This design comes from an exercise in tuning for small area, a short achievable clock period and few clock cycles per item on the open sky130 flow, not from production work. The RTL was checked by simulation tests, not by an equivalence proof against the original design. No activity file was given, so power comes from the tool's default toggle rates.

## flow/design.v

```verilog
`default_nettype none
package qdv_pkg;
    typedef enum logic [1:0] {
        OP_EDGE_A = 2'd0,
        OP_EDGE_B = 2'd1,
        OP_QUERY  = 2'd2,
        OP_RESET  = 2'd3
    } op_t;
    typedef enum logic [1:0] {
        ST_IDLE,
        ST_MUL,
        ST_DIV,
        ST_DONE
    } state_t;
    localparam int unsigned CNT_W   = 32;
    localparam int unsigned SCALE_W = 20;
    localparam int unsigned PROD_W  = 51;
    localparam int unsigned STEP_W  = 6;
    localparam logic [SCALE_W-1:0] US_PER_SEC = SCALE_W'(1000000);
    typedef struct packed {
        op_t         opcode;
        logic        level_a;
        logic        level_b;
        logic [31:0] time_us;
    } in_item_t;
    typedef struct packed {
        logic signed [31:0] tick_count;
        logic signed [31:0] velocity;
        logic               velocity_valid;
    } out_item_t;
endpackage
`default_nettype wire
`default_nettype none
module quadrature_decoder_velocity_core
(
    input  wire logic      clk,
    input  wire logic      rst_n,
    input  wire logic      in_valid,
    output logic           in_stall,
    input  wire logic [35:0] in_data_bits,
    output logic           out_valid,
    input  wire logic      out_stall,
    output logic [64:0]    out_data_bits
);
    localparam int FA = 4;               
    localparam int FD = 1 << FA;
    localparam int MW = 45;              
    localparam logic [MW-1:0] SCALE  = MW'(15625);           
    localparam logic [MW-1:0] MAG_MIN = MW'(45'h1e8480000000);  
    localparam logic [MW-1:0] MAG_MAX = MW'(45'h1e847fffc2f7);  
    localparam logic [1:0] C_QRY = 2'd0;
    localparam logic [1:0] C_UP  = 2'd1;
    localparam logic [1:0] C_DN  = 2'd2;
    localparam logic [1:0] C_RST = 2'd3;
    logic [1:0]  in_op;
    logic [31:0] in_time;
    logic        in_up;
    logic        in_fire;
    logic        is_query;
    assign in_op    = in_data_bits[35:34];
    assign in_time  = in_data_bits[31:0];
    assign in_up    = in_op[0] ^ (in_data_bits[33] != in_data_bits[32]);
    assign is_query = (in_op == qdv_pkg::OP_QUERY);
    logic [1:0]  fifo_mem [FD];
    logic [FA:0] wptr, rptr;
    logic        fifo_full, fifo_empty;
    logic [1:0]  head;
    logic [1:0]  push_code;
    logic        pop;
    assign fifo_full  = (wptr[FA] != rptr[FA]) && (wptr[FA-1:0] == rptr[FA-1:0]);
    assign fifo_empty = (wptr == rptr);
    assign head       = fifo_mem[rptr[FA-1:0]];
    logic          msgn;
    logic [MW-1:0] mag;
    logic [31:0]   snap_time;
    logic [31:0]   dt_now;
    logic          dt_zero;
    assign dt_now  = in_time - snap_time;
    assign dt_zero = (in_time == snap_time);
    logic        busy, done;
    logic [31:0] dv;             
    logic [31:0] rem;
    logic [32:0] sq;             
    logic [5:0]  cnt;            
    logic        dneg, dzero, dsat;
    assign in_stall = fifo_full || (is_query && busy);
    assign in_fire  = in_valid && !in_stall;
    always_comb
    begin
        case (in_op)
            qdv_pkg::OP_EDGE_A, qdv_pkg::OP_EDGE_B: push_code = in_up ? C_UP : C_DN;
            qdv_pkg::OP_QUERY:                      push_code = C_QRY;
            default:                                push_code = C_RST;
        endcase
    end
    logic          mag_zero, at_min, at_max, mag_add;
    logic [MW-1:0] mag_step;
    logic          sgn_step;
    assign mag_zero = (mag == '0);
    assign at_min   = msgn && (mag == MAG_MIN);
    assign at_max   = !msgn && (mag == MAG_MAX);
    assign mag_add  = mag_zero || (in_up ? !msgn : (msgn && !at_min));
    assign mag_step = mag_add ? mag + SCALE : mag - SCALE;
    always_comb
    begin
        if (mag_zero)
            sgn_step = !in_up;
        else if (at_min && !in_up)
            sgn_step = 1'b0;         
        else if (at_max && in_up)
            sgn_step = 1'b1;         
        else
            sgn_step = msgn;
    end
    always_ff @(posedge clk or negedge rst_n)
    begin
        if (!rst_n)
        begin
            msgn      <= 1'b0;
            mag       <= '0;
            snap_time <= '0;
            wptr      <= '0;
        end
        else if (in_fire)
        begin
            wptr <= wptr + 1'b1;
            case (in_op)
                qdv_pkg::OP_EDGE_A, qdv_pkg::OP_EDGE_B:
                begin
                    mag  <= mag_step;
                    msgn <= sgn_step;
                end
                qdv_pkg::OP_QUERY:
                begin
                    if (!dt_zero)
                    begin
                        mag       <= '0;
                        msgn      <= 1'b0;
                        snap_time <= in_time;
                    end
                end
                default:
                begin
                    mag       <= '0;
                    msgn      <= 1'b0;
                    snap_time <= in_time;
                end
            endcase
        end
    end
    always_ff @(posedge clk)
    begin
        if (in_fire)
            fifo_mem[wptr[FA-1:0]] <= push_code;
    end
    logic [31:0] dv_hi;          
    logic [33:0] trial;
    logic        qbit;
    logic        skip8, skip4;
    always_comb
    begin
        dv_hi[31] = 1'b1;
        for (int p = 30; p >= 0; p--)
            dv_hi[p] = dv_hi[p+1] && !dv[p+1];
    end
    always_comb
    begin
        logic [31:0] m8, m4;
        for (int j = 0; j < 32; j++)
        begin
            m8[j] = (j + 8 >= 32) ? 1'b1 : dv_hi[(j + 8) % 32];
            m4[j] = (j + 4 >= 32) ? 1'b1 : dv_hi[(j + 4) % 32];
        end
        skip8 = (cnt >= 6'd8) && ((rem & m8) == '0) && ((sq[32:25] & dv_hi[7:0]) == '0);
        skip4 = (cnt >= 6'd4) && ((rem & m4) == '0) && ((sq[32:29] & dv_hi[3:0]) == '0);
    end
    assign trial = {1'b0, rem, sq[32]} - {2'b00, dv};
    assign qbit  = !trial[33];
    logic [31:0] quo;
    logic [31:0] vel;
    assign quo = sq[31:0];
    always_comb
    begin
        if (dzero)
            vel = '0;
        else if (dsat || (quo[31] && (!dneg || (quo[30:0] != '0))))
            vel = dneg ? 32'h8000_0000 : 32'h7fff_ffff;
        else
            vel = dneg ? 32'd0 - quo : quo;
    end
    always_ff @(posedge clk or negedge rst_n)
    begin
        if (!rst_n)
        begin
            busy <= 1'b0;
            done <= 1'b0;
        end
        else if (in_fire && is_query)
        begin
            busy <= 1'b1;
            done <= dt_zero;
        end
        else if (pop && head == C_QRY)
        begin
            busy <= 1'b0;
            done <= 1'b0;
        end
        else if (busy && !done)
        begin
            if (!skip8 && !skip4 && (cnt == 6'd1 || (cnt == 6'd33 && qbit)))
                done <= 1'b1;
            if ((skip8 && cnt == 6'd8) || (!skip8 && skip4 && cnt == 6'd4))
                done <= 1'b1;
        end
    end
    always_ff @(posedge clk)
    begin
        if (in_fire && is_query)
        begin
            dv    <= dt_now;
            dzero <= dt_zero;
            dneg  <= msgn;
            dsat  <= 1'b0;
            rem   <= {14'd0, mag[44:27]};
            sq    <= {mag[26:0], 6'd0};
            cnt   <= 6'd33;
        end
        else if (busy && !done)
        begin
            if (skip8)
            begin
                rem <= {rem[23:0], sq[32:25]};
                sq  <= {sq[24:0], 8'd0};
                cnt <= cnt - 6'd8;
            end
            else if (skip4)
            begin
                rem <= {rem[27:0], sq[32:29]};
                sq  <= {sq[28:0], 4'd0};
                cnt <= cnt - 6'd4;
            end
            else
            begin
                rem <= qbit ? trial[31:0] : {rem[30:0], sq[32]};
                sq  <= {sq[31:0], qbit};
                cnt <= cnt - 6'd1;
                if (cnt == 6'd33 && qbit)
                    dsat <= 1'b1;
            end
        end
    end
    logic        ovalid;
    logic [31:0] otick;
    logic [31:0] ovel;
    logic        ovv;
    logic        out_free;
    assign out_free = !ovalid || !out_stall;
    assign pop      = out_free && !fifo_empty && (head != C_QRY || done);
    always_ff @(posedge clk or negedge rst_n)
    begin
        if (!rst_n)
        begin
            ovalid <= 1'b0;
            otick  <= '0;
            rptr   <= '0;
        end
        else if (pop)
        begin
            ovalid <= 1'b1;
            rptr   <= rptr + 1'b1;
            case (head)
                C_UP:    otick <= otick + 32'd1;
                C_DN:    otick <= otick - 32'd1;
                C_RST:   otick <= '0;
                default: otick <= otick;
            endcase
        end
        else if (!out_stall)
            ovalid <= 1'b0;
    end
    always_ff @(posedge clk)
    begin
        if (pop)
        begin
            ovel <= (head == C_QRY) ? vel : '0;
            ovv  <= (head == C_QRY) && !dzero;
        end
    end
    assign out_valid     = ovalid;
    assign out_data_bits = {otick, ovel, ovv};
endmodule
`default_nettype wire
```

## flow/config.mk

```make
export PLATFORM = sky130hd
export DESIGN_NAME = quadrature_decoder_velocity_core
export DESIGN_NICKNAME = quadrature_decoder_velocity_core
export VERILOG_FILES = /design/flow/design.v
export SDC_FILE = /design/flow/constraint.sdc
export NUM_CORES = 4
export LEC_CHECK = 0
export CAP_MARGIN = 20
export CORE_MARGIN = 2
export CORE_UTILIZATION = 40
export SLEW_MARGIN = 20
```

## flow/constraint.sdc

```tcl
create_clock -name core_clock -period 8.0 [get_ports {clk}]
set_input_delay 1.6000 -clock core_clock [delete_from_list [all_inputs] [get_ports {clk}]]
set_output_delay 1.6000 -clock core_clock [all_outputs]
set_load 0.01 [all_outputs]
```

## flow/run.sh

```bash
#!/bin/bash
# synth_recipe.tcl (not shown) runs the flow's synth.tcl, then flattens the netlist and writes it again
# the make line also repeats each setting of config.mk as NAME=value (left out here)
make -C /OpenROAD-flow-scripts/flow DESIGN_CONFIG=/design/flow/config.mk WORK_HOME=/design/flow/orfs CLKGATE_MAP_FILE= SYNTH_SCRIPT=/design/flow/synth_recipe.tcl finish
```

==> reports/results.txt <==
Critical setup path kind: register to register
IO Count: 107
Synth top cells by count: 221 x nand2_1, 203 x o21ai_0, 162 x nor2_1
Clock-pin slew on the worst setup and hold paths: 0.06 ns
Register bit total from synthesis: 294
Crit path from: rptr[0]
Placer Congestion: 0.928
Avg Synthesized Cell Area: 9.03 sq um
First-pass GRT wire length: 96,600 um
Die ar.: 0.0553 sq mm
Skew final: 0.0215 ns
First DRT Iteration DRCs: 1,576
CTS resizes: 0
Via density: 5.85
Hold Vio Cnt, Final: 0
CTS tree: yes
Post-synth EDFFs: 144
Cts hold-fix bufs: 0
Synth warn: 1
Core Footprint: 0.0527 sq mm
Synth top area cells: edfxtp_1 20%, dfrtp_1 14%, ha_1 8.7%
Die X: 235 um
Antenna violations before repair: 0
Setup tns final: 0 ns
Total grt overflow: 0
Placed wire-length estimate: 43,100 um
Setup violators final: 0
Global Route Usage Sum: 0.211
First-pass DRT Iterations: 6
Required @ worst endpoint: 8.49 ns
Root buffer selected by CTS: clkbuf_16
Starting density of the core: 0.406
Post-Syn Area: 0.0214 sq mm
Critical Path End: otick[31]
Design Area, Final: 0.0244 sq mm
Area share of the leading cell type in the synthesized netlist: 0.202
Leak: 0.0103 uW
Max-cap violation count: 0
Hold/Removal Path Class: register to register
DRT antenna net count: 0
Pwr per Cell Area: 457 mW/mm^2
DRC: 0
Outcome: timing/DRC/antenna clean
IO Port Bufs: 106
Cells after synthesis: 2,367
CP startpoint kind: register
Tmin final: 6.18 ns
Sequential area share after synthesis: 0.372
Syn-to-layout area delta: 14.3%
Placed cell areas: 0.0231 sq mm
Top cell type by total area after synthesis: edfxtp_1
Layout cells sized above 1: 0.0671
DR WL/cell: 18.9 um
WP data arrival: 6.66 ns
Worst slew pin tran: 0.990 ns
RSZ-0062 raised after global routing: no
Hold_ws: 0.499 ns
R2R cell count: 16
Yosys cell types: 87
Die Ht: 235 um
R2r setup slk: 1.82 ns
Asr flop ratio synth: 0.418
Fin crit share: 0.772
Number of nets in the layout: 2,624
Reg-to-Reg End: otick[31]
Largest net degree at the start of global routing: 66
Routed Wire Length: 59,400 um
Mapped Nets: 2,560
Max IR drop VDD: 0.247 mV
Most used DFF post-synth: edfxtp_1
H-tree Lvls: 2
Post-CTS Setup Repair Bufs: 0
Row cnt: 84
Via Count: 18,421
Vias in the first global route: 17,649
Worst rel slew slack: 0.340
Clk buf depth: 3
Inserted Clock Buffers: 37
Final max-slew violation count: 0
Crit. End Element: register
R2R Path Start: rptr[0]
FMAX: 162 MHz
Hold_sp: snap_time[0]
Clk sinks: 294
Skew-Pair Late Insertion Delay: 0.56 ns
Top-count cell post-synth: nand2_1
Largest fanout on the critical path: 17
[layout by cell type, fill, tap and decap left out, drive strengths merged, types with 24 or more instances in the layout]
cell type and n:
dfrtp 123, dfxtp 27, mux2i 48, nand3 37
xor2 55, o21ai 219, mux2 39, and3 24
nor3 58, a21o 85, nor2 162, and2 30
nand2 221, buf 26, a31oi 26, o21a 38
a21oi 160, a221oi 27, xnor2 73, edfxtp 144
o31ai 24, clkbuf 47, nand4 26, ha 149
clkdlybuf4s50 105, inv 135, nand2b 31
[registers in the layout, summed over array words and instances, names as in the netlist, 5 cells and up]
register and flops:
mag 45, sq 33, dv 32, fifo_mem 32
otick 32, ovel 32, rem 32, snap_time 32
cnt 6, rptr 5, wptr 5
[routing by layer]
| metal | track usage | share of wire | up-vias |
|---|---|---|---|
| li1 | - | - | 8915 |
| met5 | 0 | 0 | - |
| met2 | 0.326 | 0.44 | 580 |
| met1 | 0.308 | 0.48 | 8838 |
| met4 | 0.0512 | 0.019 | 0 |
| met3 | 0.0358 | 0.062 | 88 |
[power by group]
| part | switching, uW | total [uW] | leakage [uW] | internal [uW] |
|---|---|---|---|---|
| sequential | 848 | 3220 | 0.00316 | 2370 |
| clock | 686 | 1760 | 0.000633 | 1080 |
| combinational | 3480 | 6170 | 0.00655 | 2700 |
[critical path: stages (launching register included)]
cell and delay (ns):
dfrtp_1 0.78, mux4_2 0.60, mux4_2 0.54, nand2b_1 0.20
inv_1 0.50, buf_4 0.35, ha_1 0.33, a21o_1 0.21
a221o_1 0.36, or4_1 0.52, a31o_1 0.24, a21o_1 0.17
o41a_1 0.38, a41oi_2 0.24, a21oi_1 0.14, or4_1 0.42
nand4_1 0.10
[through the flow]
stage	instances	total power, uW	utilization	setup WS [ns]
floorplan	2367	7540	-	2.04
CTS	3147	11100	0.464	1.76
detailed placement	3079	9310	0.439	1.48
finish	3149	11200	0.464	1.82
global placement	3079	9190	0.439	1.52
global route	3148	12100	0.464	1.43
[how the worst min path moves through the flow]
stage / slack [ns] / cells after the start / endpoint
final: 0.50 / 2 / snap_time[0]
after global placement: 0.47 / 2 / snap_time[0]
after detailed placement: 0.49 / 2 / snap_time[0]
after CTS: 0.50 / 2 / snap_time[0]
after global routing: 0.51 / 1 / snap_time[2]
after floorplan: 0.45 / 2 / snap_time[0]
[logic make-up after synthesis]
logic type / share of synthesized area
AND/OR/NAND/NOR: 0.155
AO/OA/AOI/OAI: 0.234
multiplexers: 0.0535
XOR/XNOR: 0.0524
adder cells (fa/ha/maj): 0.0909
flip-flops: 0.372
buffers and inverters: 0.0433
[area by class of cell]
type	count	area (sq um)
diodes	1	2.50
clock buffers	47	1070
clock inverters	21	220
fillers	4937	28200
inverters	133	499
multi-input cells	1834	12600
flip-flops and latches	294	7940
well taps	688	861
repair buffers	131	1260
Testbench counts, summed over its fixed seeds: cycles 35,580, items 24,063.

[what the ideal ports hide]
The flow's constraints put no driver on any port. The routed layout listed below was extracted and timed again, unchanged, in two steps.
Step 1 (the two cells are an assumption about what drives the block):
set clk [get_ports {clk}]
set_driving_cell -lib_cell sky130_fd_sc_hd__clkbuf_16 $clk
set_driving_cell -lib_cell sky130_fd_sc_hd__buf_2 [delete_from_list [all_inputs] $clk]
Step 2, shift: input delay + t, output delay - t, t = (earliest + latest rising clock arrival at the registers) / 2. This alone moves slack from input paths to output paths.
Three values: ideal ports, drivers, drivers and shift; two values: the first two.
shift t [ns]: 0.608
setup WS [ns]: 1.824 / 1.824 / 1.377
latest minus earliest clock arrival (ns): 0.024 / 0.024
After both steps this run still meets setup and hold. For this run, drivers alone change the setup slack by 0.000 ns; drivers and shift together by -0.447 ns.
